This is an optimization exercise on Yosys and OpenROAD, whose aim is small area, not a production implementation. RTL that was checked went through simulation tests only; none was proved equivalent to the original.

== run 1 ==
## conv1_top
module conv1_top (
    input  logic         clk_i,
    input  logic         reset_i,
    input  logic         pixel_valid_i,
    input  logic [7:0]   pixel_i,
    input  logic         sof_i,
    input  logic         wght_we_i,
    input  logic [4:0]   wght_addr_i,
    input  logic [7:0]   wght_data_i,
    output logic         pool_valid_o,
    output logic [39:0]  pool_data_o
);
    logic [143:0] weights;
    logic [151:0] sr;
    logic [71:0]  tapn0;
    logic [71:0]  tapn1;
    logic         win_valid, win_rodd, win_codd;
    logic         sum_valid, sum_rodd, sum_codd;
    logic [39:0]  sum_a;
    logic [39:0]  sum_b;
    logic [39:0]  sum_c;
    conv1_weight_regs conv1_weight_regs_inst (
        .clk_i       (clk_i),
        .reset_i     (reset_i),
        .wght_we_i   (wght_we_i),
        .wght_addr_i (wght_addr_i),
        .wght_data_i (wght_data_i),
        .weights_o   (weights)
    );
    conv1_line_buffer conv1_line_buffer_inst (
        .clk_i         (clk_i),
  ...
Size: ~3600 cells after synthesis, ~67 I/O pins, roughly 45000 µm² of cells after synthesis.
==> flow/config.mk <==
export PLATFORM = sky130hd
export DESIGN_NAME = conv1_top
export DESIGN_NICKNAME = conv1_top
export VERILOG_FILES = /design/flow/design.v
export SDC_FILE = /design/flow/constraint.sdc
export NUM_CORES = 4
export LEC_CHECK = 0
export CAP_MARGIN = 20
export CORE_MARGIN = 2
export CORE_UTILIZATION = 55
export CTS_BUF_LIST = sky130_fd_sc_hd__clkbuf_8
export SLEW_MARGIN = 20
export SYNTH_HIERARCHICAL = 1
export SYNTH_MINIMUM_KEEP_SIZE = 0
==> flow/constraint.sdc <==
create_clock -name core_clock -period 6.5 [get_ports {clk_i}]
set_input_delay 1.3000 -clock core_clock [delete_from_list [all_inputs] [get_ports {clk_i}]]
set_output_delay 1.3000 -clock core_clock [all_outputs]
set_load 0.01 [all_outputs]
run.sh (not shown) runs the stock make flow with config.mk's settings and CLKGATE_MAP_FILE= SYNTH_SCRIPT=/design/flow/synth_recipe.tcl, a recipe that flattens the netlist after the stock synthesis.
Modified inputs, run 2 compared to run 1
==> flow/flow/run.sh (new file) <==
#!/bin/bash
# The standard layout (standard.sh) with two changes to its arguments:
#  - the buffer on each input and output port is the smallest buffer, buf_1;
#  - clock tree synthesis adds no dummy loads and clusters up to 16 sinks
#    within 80 um per leaf buffer.
# All of standard.sh's output goes to standard.log in the work folder; ORFS keeps
# each step's own log under orfs/logs/.
set -euo pipefail
export BUFFER_PORTS_ARGS="-buffer_cell sky130_fd_sc_hd__buf_1"
export CTS_ARGS="-sink_clustering_enable -repair_clock_nets -dont_use_dummy_load -sink_clustering_size 16 -sink_clustering_max_diameter 80 -buf_list sky130_fd_sc_hd__clkbuf_8"
bash standard.sh "BUFFER_PORTS_ARGS=$BUFFER_PORTS_ARGS" "CTS_ARGS=$CTS_ARGS" finish > standard.log 2>&1
==> flow/standard.sh (new file) <==
#!/bin/bash
# synth_recipe.tcl (not shown) runs the flow's synth.tcl, then flattens the netlist and writes it again
# the make line also repeats each setting of config.mk as NAME=value (left out here)
make -C /OpenROAD-flow-scripts/flow DESIGN_CONFIG=/design/flow/config.mk WORK_HOME=/design/flow/orfs CLKGATE_MAP_FILE= SYNTH_SCRIPT=/design/flow/synth_recipe.tcl "${@:-finish}"
removed: flow/run.sh
Results
Run 1 → run 2: final hold slack higher, maximum level of the CTS H-tree lower, layout clock buffer count lower. Looking at capture point of the worst path, the conv1_filter_array_inst.sum_b_o[31]$_DFF_P_ result is from run 1; the conv1_filter_array_inst.sum_b_o[11]$_DFF_P_ one comes from run 2. As far as first-pass GRT wire length is concerned, run 1 and run 2 perform about the same. Share of cell area taken by multi-input logic gates was higher in run 2 than in run 1. Run 2 vs run 1 — least setup slack across all paths after layout dropped 0.081 ns. Clock network latency to the later pin of the worst-skew pair for run 2: 0.04 ns down relative to run 1.
Here is what was changed in the inputs of run 3 compared with run 2.
Settings: CORE_UTILIZATION now 40, was 55; CTS_BUF_LIST no longer set, was sky130_fd_sc_hd__clkbuf_8.
==> flow/run.sh (new file) <==
#!/bin/bash
# synth_recipe.tcl (not shown) runs the flow's synth.tcl, then flattens the netlist and writes it again
# the make line also repeats each setting of config.mk as NAME=value (left out here)
make -C /OpenROAD-flow-scripts/flow DESIGN_CONFIG=/design/flow/config.mk WORK_HOME=/design/flow/orfs CLKGATE_MAP_FILE= SYNTH_SCRIPT=/design/flow/synth_recipe.tcl finish
removed: flow/flow/run.sh
removed: flow/standard.sh
==> comparison <==
The final layouts of run 2 and run 3 pass the timing, design-rule and antenna checks. Run 3 vs. run 2: count of placed standard cells including taps went up 9.8%, via count lost about 1.8%. In the tables for run 2 and run 3, overall track demand over capacity in global routing reads lower with run 3.
The following lists how run 4 was set up differently from run 3:
Settings: CTS_BUF_LIST: unset -> sky130_fd_sc_hd__clkbuf_8; CORE_UTILIZATION: 40 -> 55.
==> flow/flow/run.sh (new file) <==
#!/bin/bash
# The standard layout (standard.sh) with two changes to its arguments:
#  - the buffer on each input and output port is the smallest buffer, buf_1;
#  - clock tree synthesis adds no dummy loads (otherwise the same arguments).
# All of standard.sh's output goes to standard.log in the work folder; ORFS keeps
# each step's own log under orfs/logs/.
set -euo pipefail
export BUFFER_PORTS_ARGS="-buffer_cell sky130_fd_sc_hd__buf_1"
export CTS_ARGS="-sink_clustering_enable -repair_clock_nets -dont_use_dummy_load -buf_list sky130_fd_sc_hd__clkbuf_8"
bash standard.sh "BUFFER_PORTS_ARGS=$BUFFER_PORTS_ARGS" "CTS_ARGS=$CTS_ARGS" finish > standard.log 2>&1
==> flow/standard.sh (new file) <==
#!/bin/bash
# synth_recipe.tcl (not shown) runs the flow's synth.tcl, then flattens the netlist and writes it again
# the make line also repeats each setting of config.mk as NAME=value (left out here)
make -C /OpenROAD-flow-scripts/flow DESIGN_CONFIG=/design/flow/config.mk WORK_HOME=/design/flow/orfs CLKGATE_MAP_FILE= SYNTH_SCRIPT=/design/flow/synth_recipe.tcl "${@:-finish}"
removed: flow/run.sh
[summary]
| highest attainable clock frequency | run 4 vs run 3 | ≈ equal |. Run 4 vs. run 3: via count of the first global-routing pass went up by about 2.3%. Run 4 ends up with a final critical delay including setup and external delays that is 0.0082 ns higher than in run 3. Measured against run 4, the final standard cell count with taps included and fillers excluded of run 3 comes out at 1.10 times the reference value. A most heavily used metal layer in global routing of met1 is what run 4 shows, while met2 belongs to run 3. Compared to run 3, run 4 has least setup slack across all paths after layout 0.0082 ns lower. Going from run 3 to run 4, met3 layer wire length in the routed design went up by 47%; wire length of the first global-routing pass went up by 7.6%; core utilization went up by 15 points. Changes observed in run 4 relative to run 3: post-placement worst setup slack +0.046 ns, detailed-route wire length on metal 1 went up by 4.4%. Number of cells after detailed placement (run 4 vs. run 3) decreases by a little under 10%.
## Diff of input files: run 5 against run 4
==> flow/flow/run.sh <==
#!/bin/bash
# The standard layout (standard.sh) with two changes to its arguments:
#  - the buffer on each input and output port is the smallest buffer, buf_1;
#  - clock tree synthesis adds no dummy loads and clusters up to 12 sinks
#    within 70 um per leaf buffer.
# All of standard.sh's output goes to standard.log in the work folder; ORFS keeps
# each step's own log under orfs/logs/.
set -euo pipefail
export BUFFER_PORTS_ARGS="-buffer_cell sky130_fd_sc_hd__buf_1"
export CTS_ARGS="-sink_clustering_enable -repair_clock_nets -dont_use_dummy_load -sink_clustering_size 12 -sink_clustering_max_diameter 70 -buf_list sky130_fd_sc_hd__clkbuf_8"
bash standard.sh "BUFFER_PORTS_ARGS=$BUFFER_PORTS_ARGS" "CTS_ARGS=$CTS_ARGS" finish > standard.log 2>&1
Going from run 4 to run 5, critical path arrival went down 0.02 ns, worst setup slack lost 0.018 ns, final-layout clock buffer total decreased by about 40% relative to the old numbers.

========
## job 101
conv1_top, a different RTL version from the one above (not shown whole).
Size in the first run: about 67 I/O pins, roughly 46000 µm² of cells after synthesis.
// conv1_top
module conv1_top (
    input  logic         clk_i,
    input  logic         reset_i,
    input  logic         pixel_valid_i,
    input  logic [7:0]   pixel_i,
    input  logic         sof_i,
    input  logic         wght_we_i,
    input  logic [4:0]   wght_addr_i,
    input  logic [7:0]   wght_data_i,
    output logic         pool_valid_o,
    output logic [39:0]  pool_data_o
);
make LEC_CHECK=0 CAP_MARGIN=20 CORE_MARGIN=2 CORE_UTILIZATION=55 CTS_BUF_LIST=sky130_fd_sc_hd__clkbuf_4 SLEW_MARGIN=20 SYNTH_HIERARCHICAL=1 SYNTH_MINIMUM_KEEP_SIZE=0 finish   # period 6.5 ns
Stock flow here: none of the scripts above is used.
Job 101 finished all stages; the layout is clean.
diff inputs: job 101 => job 102
Settings: SLEW_MARGIN now 5, was 20; CAP_MARGIN now 5, was 20; CTS_BUF_LIST now sky130_fd_sc_hd__clkbuf_8, was sky130_fd_sc_hd__clkbuf_4.
==> comparison <==
- STATUS run=job 102 STAGES=ALL_DONE FINAL_CHECKS=FAILED CAUSE=max-capacitance violations, max-slew violations
- Summary of job 102 over job 101: core occupancy in the finished layout essentially unchanged; clock-buffer cell count went down; post-layout worst setup margin increased by 61 ps relative to the old numbers.
- Diff job 101 -> job 102 | number of standard cells in the final layout excluding fillers | decrease of 2.1%
- Changes observed in job 102 relative to job 101: synthesized area did not really move.
### job 102 -> job 103
Settings: SLEW_MARGIN: 5 -> 20; CAP_MARGIN: 5 -> 20; GPL_TIMING_DRIVEN: unset -> 0.
## What came out
Summary of job 103 over job 102: detailed-route wire length dropped about 0.9%, first-pass GRT wire length decreased 3200 µm, final worst setup slack moved down.
The flow did not stop early for job 103: all stages ran, and the layout cleared the timing, design-rule and antenna checks.
Higher critical path depth goes to job 103 over job 102.
diff inputs: job 103 => job 104
Settings: removing CTS_BUF_LIST (formerly sky130_fd_sc_hd__clkbuf_8); removing GPL_TIMING_DRIVEN (formerly 0); changing CORE_UTILIZATION from 55 to 40.
Notes after the runs:
- Job 103 has a higher placer congestion estimate than job 104.
The following lists how job 105 was set up differently from job 104:
Settings: putting CTS_BUF_LIST at sky130_fd_sc_hd__clkbuf_8 where nothing was set; swapping 40 for 55 in CORE_UTILIZATION.
- Per the comparison of job 105 with job 104, multi-input logic portion of the cell area shows an increase of 0.63 points, maximum achievable frequency shows a reduction of about 1.5%, post-DP HPWL shows an increase of about 6%.
- The sequential fraction of total cell area of job 105 is higher than that of job 104.
- Area growth from synthesis to layout: job 104 and job 105 compared, lower one is job 105
- Across both runs, overall via count from detail_route was higher for job 105 than for job 104.
No functional check of the RTL was part of any run of this note.

-- re-timing with driven ports --
In the flow no input, the clock included, has a driving cell. The finished layouts below were timed again as built, in two steps.
Step 1 sets driving cells, clkbuf_16 on the clock port and buf_2 on the other inputs (assumed; they add their load-dependent delay and slew).
Step 2 times the ports against the registers' clock, not the clock port: input delays grow and output delays shrink by t, the midpoint of the rising clock arrivals with the driver on.
Slacks: no drivers / after step 1 / after step 2; pairs: no drivers / after step 1.
run | t (ns) | slack for setup (ns) | slew at the worst register clock pin (ns) | worst data-port slew with drivers (ns) | pins driven straight from the clock port
run 1 | 0.788 | 0.757 / 0.757 / 0.757 | 0.07 / 0.07 | 0.06 | 1
run 2 | 0.713 | 0.676 / 0.676 / 0.676 | 0.11 / 0.11 | 0.07 | 1
run 3 | 0.732 | 0.669 / 0.669 / 0.669 | 0.07 / 0.07 | 0.05 | 1
run 4 | 0.751 | 0.661 / 0.661 / 0.661 | 0.06 / 0.06 | 0.07 | 1
run 5 | 0.742 | 0.643 / 0.643 / 0.643 | 0.09 / 0.09 | 0.06 | 1
job 101 | 1.136 | 0.705 / 0.705 / 0.705 | 0.08 / 0.08 | 0.06 | 1
job 102 | 0.801 | 0.766 / 0.766 / 0.766 | 0.07 / 0.07 | 0.06 | 1
job 103 | 0.819 | 0.592 / 0.592 / 0.592 | 0.07 / 0.07 | 0.06 | 1
job 104 | 0.706 | 0.808 / 0.808 / 0.808 | 0.07 / 0.07 | 0.04 | 1
job 105 | 0.828 | 0.721 / 0.721 / 0.721 | 0.07 / 0.07 | 0.05 | 1
